Context: an optimization exercise on an open-source flow, tuned for small area, a short achievable clock period and few clock cycles. The choices shown serve that exercise and are no tape-out recipe. The RTL was checked by simulation tests, not by an equivalence proof against the original design. Power is estimated from default activity; no workload was simulated.

$ cat config.mk
export PLATFORM = sky130hd
export DESIGN_NAME = mem_subsystem
export DESIGN_NICKNAME = mem_subsystem
export VERILOG_FILES = /design/flow/design.v
export SDC_FILE = /design/flow/constraint.sdc
export NUM_CORES = 4
export LEC_CHECK = 0
export CAP_MARGIN = 20
export CORE_MARGIN = 2
export CORE_UTILIZATION = 40
export SLEW_MARGIN = 20
$ cat constraint.sdc
create_clock -name core_clock -period 7.0 [get_ports {clk_in}]
set_input_delay 1.4000 -clock core_clock [delete_from_list [all_inputs] [get_ports {clk_in}]]
set_output_delay 1.4000 -clock core_clock [all_outputs]
set_load 0.01 [all_outputs]
$ cat design.v
`timescale 1ns/1ps
package mem_req_pkg;
    typedef logic [31:0] addr_t;
    typedef logic [31:0] word_t;
    typedef logic [3:0] tag_t;
    typedef logic [1:0] access_len_t;
    localparam access_len_t LEN_BYTE = 2'd0;
    localparam access_len_t LEN_HALF = 2'd1;
    localparam access_len_t LEN_WORD = 2'd3;
    typedef struct packed {
        addr_t       addr;
        access_len_t len;
        logic        sext;
        tag_t        tag;
    } load_req_t;
    typedef struct packed {
        addr_t       addr;
        word_t       data;
        access_len_t len;
    } store_req_t;
endpackage
`timescale 1ns/1ps
package icache_pkg;
    localparam int OFFSET_BITS = $clog2(8);
    localparam int INDEX_BITS = $clog2(16);
    localparam int TAG_BITS = 18 - INDEX_BITS - OFFSET_BITS;
    typedef logic [8*8-1:0] line_t;
    typedef logic [INDEX_BITS-1:0] index_t;
    typedef logic [TAG_BITS-1:0] cache_tag_t;
endpackage
`timescale 1ns/1ps
module req_queue #(
    parameter int WIDTH = 39,
    parameter int DEPTH = 2
) (
    input  logic             clk_in,
    input  logic             rst_in,
    input  logic             rdy_in,
    input  logic             push,
    input  logic [WIDTH-1:0] push_data,
    output logic             full,
    input  logic             pop,
    output logic [WIDTH-1:0] head,
    output logic             not_empty
);
    localparam int PTR_BITS = (DEPTH > 1) ? $clog2(DEPTH) : 1;
    logic [WIDTH-1:0]    entries [DEPTH];
    logic [PTR_BITS-1:0] rd_ptr;
    logic [PTR_BITS-1:0] wr_ptr;
    logic [PTR_BITS:0]   count;
    localparam logic [PTR_BITS-1:0] LAST_PTR = PTR_BITS'(DEPTH - 1);
    localparam logic [PTR_BITS:0]   FULL_COUNT = DEPTH;
    function automatic logic [PTR_BITS-1:0] next_ptr(input logic [PTR_BITS-1:0] ptr);
        next_ptr = (ptr == LAST_PTR) ? '0 : ptr + 1'b1;
    endfunction
    assign full = (count == FULL_COUNT);
    assign not_empty = (count != '0);
    assign head = entries[rd_ptr];
    always_ff @(posedge clk_in) begin
        if (rst_in) begin
            rd_ptr <= '0;
            wr_ptr <= '0;
            count <= '0;
        end else if (rdy_in) begin
            if (push) begin
                wr_ptr <= next_ptr(wr_ptr);
            end
            if (pop) begin
                rd_ptr <= next_ptr(rd_ptr);
            end
            if (push && !pop) begin
                count <= count + 1'b1;
            end else if (pop && !push) begin
                count <= count - 1'b1;
            end
        end
    end
    always_ff @(posedge clk_in) begin
        if (rdy_in && push) begin
            entries[wr_ptr] <= push_data;
        end
    end
endmodule
`timescale 1ns/1ps
import mem_req_pkg::*;
import icache_pkg::*;
module mem_ctrl (
    input  logic       clk_in,
    input  logic       rst_in,
    input  logic       rdy_in,
    input  logic       io_buffer_full,
    input  mem_req_pkg::store_req_t st_head,
    input  logic       st_pending,
    output logic       st_pop,
    input  mem_req_pkg::load_req_t  ld_head,
    input  logic       ld_pending,
    output logic       ld_pop,
    input  logic       fill_req,
    input  mem_req_pkg::addr_t      fill_addr,
    output logic       fill_done,
    output icache_pkg::line_t      fill_line,
    output logic       ld_done,
    output mem_req_pkg::word_t      ld_data,
    output mem_req_pkg::tag_t       ld_tag,
    output logic       st_done,
    input  logic [7:0] mem_din,
    output logic [7:0] mem_dout,
    output mem_req_pkg::addr_t      mem_a,
    output logic       mem_wr
);
    localparam int CNT_BITS = $clog2(8) + 1;
    typedef enum logic [1:0] {IDLE, READ, WRITE} state_t;
    state_t                 state;
    logic [CNT_BITS-1:0]    cnt;
    logic [CNT_BITS-1:0]    last_q;
    logic                   fill_q;
    logic                   mem_wr_q;
    logic [23:0]            wdata_q;
    icache_pkg::line_t                  asm_q;
    mem_req_pkg::access_len_t            len_q;
    logic                   sext_q;
    logic                   st_blocked;
    logic                   st_go;
    logic                   ld_go;
    logic                   fill_go;
    logic [OFFSET_BITS-1:0] rx_idx;
    function automatic mem_req_pkg::word_t extend(input mem_req_pkg::word_t raw, input mem_req_pkg::access_len_t len, input logic sext);
        case (len)
            LEN_BYTE: extend = {{24{sext & raw[7]}}, raw[7:0]};
            LEN_HALF: extend = {{16{sext & raw[15]}}, raw[15:0]};
            default:  extend = raw;
        endcase
    endfunction
    assign st_blocked = (st_head.addr[18-1 -: 2] == 2'b11) && io_buffer_full;
    assign st_go = (state == IDLE) && st_pending && !st_blocked;
    assign ld_go = (state == IDLE) && !st_go && ld_pending;
    assign fill_go = (state == IDLE) && !st_go && !ld_pending && fill_req && !fill_done;
    assign st_pop = st_go && rdy_in;
    assign ld_pop = ld_go && rdy_in;
    assign rx_idx = cnt[OFFSET_BITS-1:0] - 1'b1;
    assign mem_wr = mem_wr_q && rdy_in;
    assign fill_line = asm_q;
    assign ld_data = extend(asm_q[31:0], len_q, sext_q);
    always_ff @(posedge clk_in) begin
        if (rst_in) begin
            state <= IDLE;
            cnt <= '0;
            mem_wr_q <= 1'b0;
            ld_done <= 1'b0;
            st_done <= 1'b0;
            fill_done <= 1'b0;
            mem_a <= '0;
            mem_dout <= '0;
        end else if (rdy_in) begin
            ld_done <= 1'b0;
            st_done <= 1'b0;
            fill_done <= 1'b0;
            case (state)
                IDLE: begin
                    cnt <= '0;
                    if (st_go) begin
                        state <= WRITE;
                        mem_a <= st_head.addr;
                        mem_dout <= st_head.data[7:0];
                        wdata_q <= st_head.data[31:8];
                        last_q <= CNT_BITS'(st_head.len);
                        mem_wr_q <= 1'b1;
                    end else if (ld_go) begin
                        state <= READ;
                        fill_q <= 1'b0;
                        mem_a <= ld_head.addr;
                        last_q <= CNT_BITS'(ld_head.len);
                        len_q <= ld_head.len;
                        sext_q <= ld_head.sext;
                        ld_tag <= ld_head.tag;
                    end else if (fill_go) begin
                        state <= READ;
                        fill_q <= 1'b1;
                        mem_a <= fill_addr;
                        last_q <= CNT_BITS'(8 - 1);
                    end
                end
                READ: begin
                    if (cnt < last_q) begin
                        mem_a <= mem_a + 32'd1;
                    end
                    if (cnt != '0) begin
                        asm_q[rx_idx*8 +: 8] <= mem_din;
                    end
                    if (cnt == last_q + 1'b1) begin
                        state <= IDLE;
                        ld_done <= !fill_q;
                        fill_done <= fill_q;
                    end else begin
                        cnt <= cnt + 1'b1;
                    end
                end
                WRITE: begin
                    if (cnt == last_q) begin
                        state <= IDLE;
                        mem_wr_q <= 1'b0;
                        st_done <= 1'b1;
                    end else begin
                        mem_a <= mem_a + 32'd1;
                        mem_dout <= wdata_q[7:0];
                        wdata_q <= wdata_q >> 8;
                        cnt <= cnt + 1'b1;
                    end
                end
                default: state <= IDLE;
            endcase
        end
    end
endmodule
`timescale 1ns/1ps
import mem_req_pkg::*;
import icache_pkg::*;
module icache (
    input  logic  clk_in,
    input  logic  rst_in,
    input  logic  rdy_in,
    input  mem_req_pkg::addr_t fetch_addr,
    output logic  fetch_hit,
    output mem_req_pkg::word_t fetch_inst,
    output logic  fill_req,
    output mem_req_pkg::addr_t fill_addr,
    input  logic  fill_done,
    input  icache_pkg::line_t fill_line
);
    logic [16-1:0] valid_q;
    icache_pkg::cache_tag_t               tag_arr [16];
    icache_pkg::line_t                    line_arr [16];
    icache_pkg::index_t                   fetch_idx;
    icache_pkg::index_t                   fill_idx;
    icache_pkg::cache_tag_t               fetch_tag;
    logic [OFFSET_BITS-3:0]   word_sel;
    logic                     pend_q;
    mem_req_pkg::addr_t                    pend_addr_q;
    logic                     start_fill;
    assign fetch_idx = fetch_addr[OFFSET_BITS +: INDEX_BITS];
    assign fetch_tag = fetch_addr[18-1 -: TAG_BITS];
    assign word_sel = fetch_addr[OFFSET_BITS-1:2];
    assign fill_idx = pend_addr_q[OFFSET_BITS +: INDEX_BITS];
    assign fetch_hit = valid_q[fetch_idx] && (tag_arr[fetch_idx] == fetch_tag);
    assign fetch_inst = line_arr[fetch_idx][word_sel*32 +: 32];
    assign start_fill = !pend_q && !fetch_hit;
    assign fill_req = pend_q;
    assign fill_addr = pend_addr_q;
    always_ff @(posedge clk_in) begin
        if (rst_in) begin
            valid_q <= '0;
            pend_q <= 1'b0;
        end else if (rdy_in) begin
            if (pend_q && fill_done) begin
                valid_q[fill_idx] <= 1'b1;
                pend_q <= 1'b0;
            end else if (start_fill) begin
                pend_q <= 1'b1;
            end
        end
    end
    always_ff @(posedge clk_in) begin
        if (rdy_in) begin
            if (start_fill) begin
                pend_addr_q <= {fetch_addr[31:OFFSET_BITS], {OFFSET_BITS{1'b0}}};
            end
            if (pend_q && fill_done) begin
                tag_arr[fill_idx] <= pend_addr_q[18-1 -: TAG_BITS];
                line_arr[fill_idx] <= fill_line;
            end
        end
    end
endmodule
`timescale 1ns/1ps
import mem_req_pkg::*;
import icache_pkg::*;
module mem_subsystem (
    input  logic        clk_in,
    input  logic        rst_in,
    input  logic        rdy_in,
    input  logic [31:0] fetch_addr,
    output logic        fetch_hit,
    output logic [31:0] fetch_inst,
    input  logic        ld_valid,
    input  logic [31:0] ld_addr,
    input  logic [1:0]  ld_len,
    input  logic        ld_sext,
    input  logic [3:0]  ld_tag_in,
    output logic        ld_full,
    output logic        ld_done,
    output logic [31:0] ld_data,
    output logic [3:0]  ld_tag,
    input  logic        st_valid,
    input  logic [31:0] st_addr,
    input  logic [31:0] st_data,
    input  logic [1:0]  st_len,
    output logic        st_full,
    output logic        st_done,
    input  logic        io_buffer_full,
    input  logic [7:0]  mem_din,
    output logic [7:0]  mem_dout,
    output mem_req_pkg::addr_t       mem_a,
    output logic        mem_wr
);
    mem_req_pkg::load_req_t  ld_req;
    mem_req_pkg::load_req_t  ld_head;
    mem_req_pkg::store_req_t st_req;
    mem_req_pkg::store_req_t st_head;
    logic       ld_pending;
    logic       ld_pop;
    logic       st_pending;
    logic       st_pop;
    logic       fill_req;
    logic       fill_done;
    mem_req_pkg::addr_t      fill_addr;
    icache_pkg::line_t      fill_line;
    assign ld_req = {ld_addr, ld_len, ld_sext, ld_tag_in};
    assign st_req = {st_addr, st_data, st_len};
    req_queue #(.WIDTH(39)) load_queue (
        .clk_in(clk_in),
        .rst_in(rst_in),
        .rdy_in(rdy_in),
        .push(ld_valid && !ld_full),
        .push_data(ld_req),
        .full(ld_full),
        .pop(ld_pop),
        .head(ld_head),
        .not_empty(ld_pending)
    );
    req_queue #(.WIDTH(66)) store_queue (
        .clk_in(clk_in),
        .rst_in(rst_in),
        .rdy_in(rdy_in),
        .push(st_valid && !st_full),
        .push_data(st_req),
        .full(st_full),
        .pop(st_pop),
        .head(st_head),
        .not_empty(st_pending)
    );
    icache icache_i (
        .clk_in(clk_in),
        .rst_in(rst_in),
        .rdy_in(rdy_in),
        .fetch_addr(fetch_addr),
        .fetch_hit(fetch_hit),
        .fetch_inst(fetch_inst),
        .fill_req(fill_req),
        .fill_addr(fill_addr),
        .fill_done(fill_done),
        .fill_line(fill_line)
    );
    mem_ctrl mem_ctrl_i (
        .clk_in(clk_in),
        .rst_in(rst_in),
        .rdy_in(rdy_in),
        .io_buffer_full(io_buffer_full),
        .st_head(st_head),
        .st_pending(st_pending),
        .st_pop(st_pop),
        .ld_head(ld_head),
        .ld_pending(ld_pending),
        .ld_pop(ld_pop),
        .fill_req(fill_req),
        .fill_addr(fill_addr),
        .fill_done(fill_done),
        .fill_line(fill_line),
        .ld_done(ld_done),
        .ld_data(ld_data),
        .ld_tag(ld_tag),
        .st_done(st_done),
        .mem_din(mem_din),
        .mem_dout(mem_dout),
        .mem_a(mem_a),
        .mem_wr(mem_wr)
    );
endmodule
$ cat run.sh
#!/bin/bash
# synth_recipe.tcl (not shown) runs the flow's synth.tcl, then flattens the netlist and writes it again
# the make line also repeats each setting of config.mk as NAME=value (left out here)
make -C /OpenROAD-flow-scripts/flow DESIGN_CONFIG=/design/flow/config.mk WORK_HOME=/design/flow/orfs CLKGATE_MAP_FILE= SYNTH_SCRIPT=/design/flow/synth_recipe.tcl finish
==> run summary <==
[power by group through the flow]
stage | sequential (mW) | clock, mW | combinational, mW
3_5_place_dp | 11.1 | 0 | 2.26
2_1_floorplan | 11.1 | 0 | 1.38
4_1_cts | 10.9 | 8.79 | 2.27
6_report | 10.9 | 8.59 | 2.23
5_1_grt | 11.0 | 9.18 | 2.43
3_3_place_gp | 11.1 | 0 | 2.25
[metal layers]
metal / vias up / GRT usage [%]
met4: 24 / 4.48
li1: 13600 / -
met3: 240 / 5.89
met1: 16800 / 26.4
met5: - / 0
met2: 1078 / 30.2
[layout by cell type, fill, tap and decap left out, types with 30 or more instances in the layout]
master           count
mux2i_1            113
inv_1               30
nor2_1             116
o21ai_0             74
dfxtp_1             75
clkbuf_1            51
a22o_1              66
a211oi_1            39
clkbuf_16          171
buf_4               40
mux4_2             365
edfxtp_1          1538
a21oi_1             81
clkinv_1            40
mux2_2              48
clkdlybuf4s50_1    257
nand2_1            111
[worst min-delay path by stage]
stage / cells after the start / to
floorplan: 2 / icache_i.valid_q[12]
global placement: 2 / mem_ctrl_i.ld_done
detailed placement: 2 / icache_i.valid_q[1]
CTS: 2 / icache_i.valid_q[1]
global route: 2 / icache_i.valid_q[2]
finish: 2 / mem_ctrl_i.ld_done
[cell type report]
cell class              count  area [um2]  share of cell area (%)
well taps                2072        2590                    3.50
flip-flops and latches   1615       47700                    64.4
clock buffers             223        4480                    6.05
multi-input cells        1315       14900                    20.1
repair buffers            327        3430                    4.63
diodes                      8        20.0                  0.0270
inverters                  32         125                   0.169
clock inverters            89         821                    1.11
[cell families after synthesis]
logic type | synth area share, %
flops | 75.3
mux | 15.6
simple gates | 2.69
compound gates | 3.81
buf+inv | 1.71
xor+xnor | 0.442
fa+ha+maj | 0.493
[registers in the layout (all words and copies together) (netlist names), 2 cells and up, named ones only]
register              flops
icache_i.line_arr      1024
icache_i.pend_addr_q     29
icache_i.tag_arr        176
icache_i.valid_q         16
load_queue.count          2
load_queue.entries       78
mem_ctrl_i.asm_q         64
mem_ctrl_i.cnt            4
mem_ctrl_i.last_q         3
mem_ctrl_i.ld_tag         4
mem_ctrl_i.len_q          2
mem_ctrl_i.mem_a         32
mem_ctrl_i.mem_dout       8
mem_ctrl_i.state          2
mem_ctrl_i.wdata_q       24
store_queue.count         2
store_queue.entries     132
[metrics by stage]
stage | instances | worst slack [ns] | hold WS [ns] | cell area (um2) | util (%)
finish | 5681 | 1.04 | 0.470 | 74100 | 46.9
floorplan | 3151 | 1.09 | 0.431 | 63400 | -
global route | 5675 | 0.827 | 0.500 | 74000 | 46.9
detailed placement | 5360 | 0.997 | 0.457 | 68700 | 43.5
global placement | 5360 | 0.979 | 0.444 | 68700 | 43.5
CTS | 5672 | 0.980 | 0.470 | 74000 | 46.9
[critical path, cell delays in order]
cell and delay [ns]:
buf_8 0.48, buf_12 0.46, mux4_2 0.61, mux4_2 0.58, mux2_2 0.36, clkdlybuf4s50_1 0.50
==> flow_summary_export.csv <==
group,metric,value,unit
run_status,run_status,"finished clean",
sta,period_share,85.1,%
die,coreArea,0.158,mm2
grt,gr-total-overflow,0,
hold_path,hp-class,"flop to flop",
clocking,postCtsResizedCells,0,
yosys,synth_cell_type_count,63,
yosys,syn_inst,3151,
routing,top_layer,"met5",
pwr,clockPowerShare,39.5,%
routing,postRouteAntennaNets,0,
clocking,cts_buffers,169,
yosys,synth_area,0.0634,mm2
worst_setup_path,reg2reg_slack,3.01,ns
clocking,postCtsHoldBufs,0,
worst_setup_path,critPathRequiredTime,5.60,ns
die,die-width,402,um
sta,fin_tns_setup,0,ns
yosys,syn-num-nets,3327,
grt,grt_pass1_wl,226000,um
worst_setup_path,timing.rr.end,"mem_ctrl_i.asm_q[34]",
cells_and_area,n_fill_cell,13200,
pwr,switchingPower,5.18,mW
worst_setup_path,crit_type,"primary input to output port",
routing,vias_per_cell,5.59,
yosys,syn_area_per_cell,20.1,um2
worst_setup_path,worst-path-max-fanout,64,
worst_setup_path,start_kind,"primary input",
grt,first_global_vias,32300,
yosys,ys_ff_latch,1615,
yosys,ys.flop_type,"edfxtp_1",
pwr,swShare,23.8,%
yosys,seq_area_frac_synth,75.3,%
yosys,ys_top_cells_by_count,"1538 x edfxtp_1, 365 x mux4_2, 133 x nor2_1",
die,initial_core_util,40.2,%
worst_setup_path,cp-end-kind,"output port",
routing,wl_per_cell,27.4,um
die,die-area,0.162,mm2
run,max-cap-violations,0,
sta,max_clock_freq,168,MHz
worst_setup_path,r2r_start,"mem_ctrl_i.cnt[0]",
cells_and_area,drive_above_1_share,20.7,%
routing,wl_met1,65500,um
pwr,power,21.8,mW
sta,finalCriticalPeriod,5.96,ns
clocking,clock_latency,0.80,ns
sta,rsz0062_at_grt,"false",
pwr,ir_drop,0.000263,V
die,fp.dieH,402,um
sta,setup_viol,0,
clocking,cts_sinks,1615,
grt,antenna_found_initial,17,
yosys,synth_top_area_share,72.8,%
die,io_pins,265,
routing,drt_iter0_drc,2782,
cells_and_area,finalNetCount,3636,
yosys,synth_edf_count,1538,
yosys,async_reset_ff_share,0,%
routing,wl_met2,73500,um
clocking,cts_tree,"done",
worst_setup_path,cp-startpoint,"fetch_addr[3]",
routing,detail_route.first_pass.iterations,7,
sta,fin_skew,0.0354,ns
die,num_rows,146,
sta,slew_viol_final,0,
routing,post-route-drc-count,0,
pwr,p_leak,23.2,nW
worst_setup_path,reg2reg_depth,7,
sta,finalHoldViolCount,0,
grt,grt_max_degree,76,
place,io_buffer_count,262,
pwr,powerDensity,294,mW/mm2
place,hpwl,85600,um
hold_path,hold_start,"mem_ctrl_i.ld_done",
worst_setup_path,crit_path_end,"fetch_inst[19]",
clocking,cts.reportedPaths.clkPinSlew,0.06,ns
worst_setup_path,crit_arrival,4.56,ns
grt,grtUsageTotal,19.2,%
routing,finalWirelength,156000,um
pwr,seqPwrFrac,50.2,%
cells_and_area,area_growth,16.8,%
clocking,htree_levels,4,
clocking,cts_buffer_depth,3,
place,place.gp.congestion,0.787,
routing,detailroute.via_count,31800,
sta,slew-limit-headroom,28.0,%
clocking,post-cts-setup-buffer-count,0,
pwr,p_comb_share,10.3,%
yosys,yosys.cell_count.top_type,"edfxtp_1",
routing,met3WireLength,13600,um
sta,worst_pin_slew,1.08,ns
yosys,synth_area_leaders,"edfxtp_1 73%, mux4_2 13%, dfxtp_1 2.4%, mux2i_1 1.8%, a22o_1 0.91%",
yosys,ys_warn_count,4,
yosys,synth_area_leader_cell,"edfxtp_1",
pwr,p_int,16.6,mW
clocking,cts-root-buf,"clkbuf_16",
Testbench counts, summed over its fixed seeds: cycles 27,938.

what the ideal ports hide:
Ports are ideal in the flow. The routed layout listed here was re-timed in OpenROAD.
Step 1 (the two cells are an assumption about what drives the block):
set clk [get_ports {clk_in}]
set_driving_cell -lib_cell sky130_fd_sc_hd__clkbuf_16 $clk
set_driving_cell -lib_cell sky130_fd_sc_hd__buf_2 [delete_from_list [all_inputs] $clk]
Step 2, shift: input delay + t, output delay - t, t = (earliest + latest rising clock arrival at the registers) / 2. This alone moves slack from input paths to output paths.
Slacks: no drivers / after step 1 / after step 2; pairs: no drivers / after step 1.
t (ns): 0.855
slack for setup (ns): 1.044 / 0.987 / 0.987
worst data-port slew with drivers (ns): 0.18
After both steps this run still meets setup and hold. The setup slack of this run moves by -0.057 ns with the drivers and by -0.057 ns with both steps.
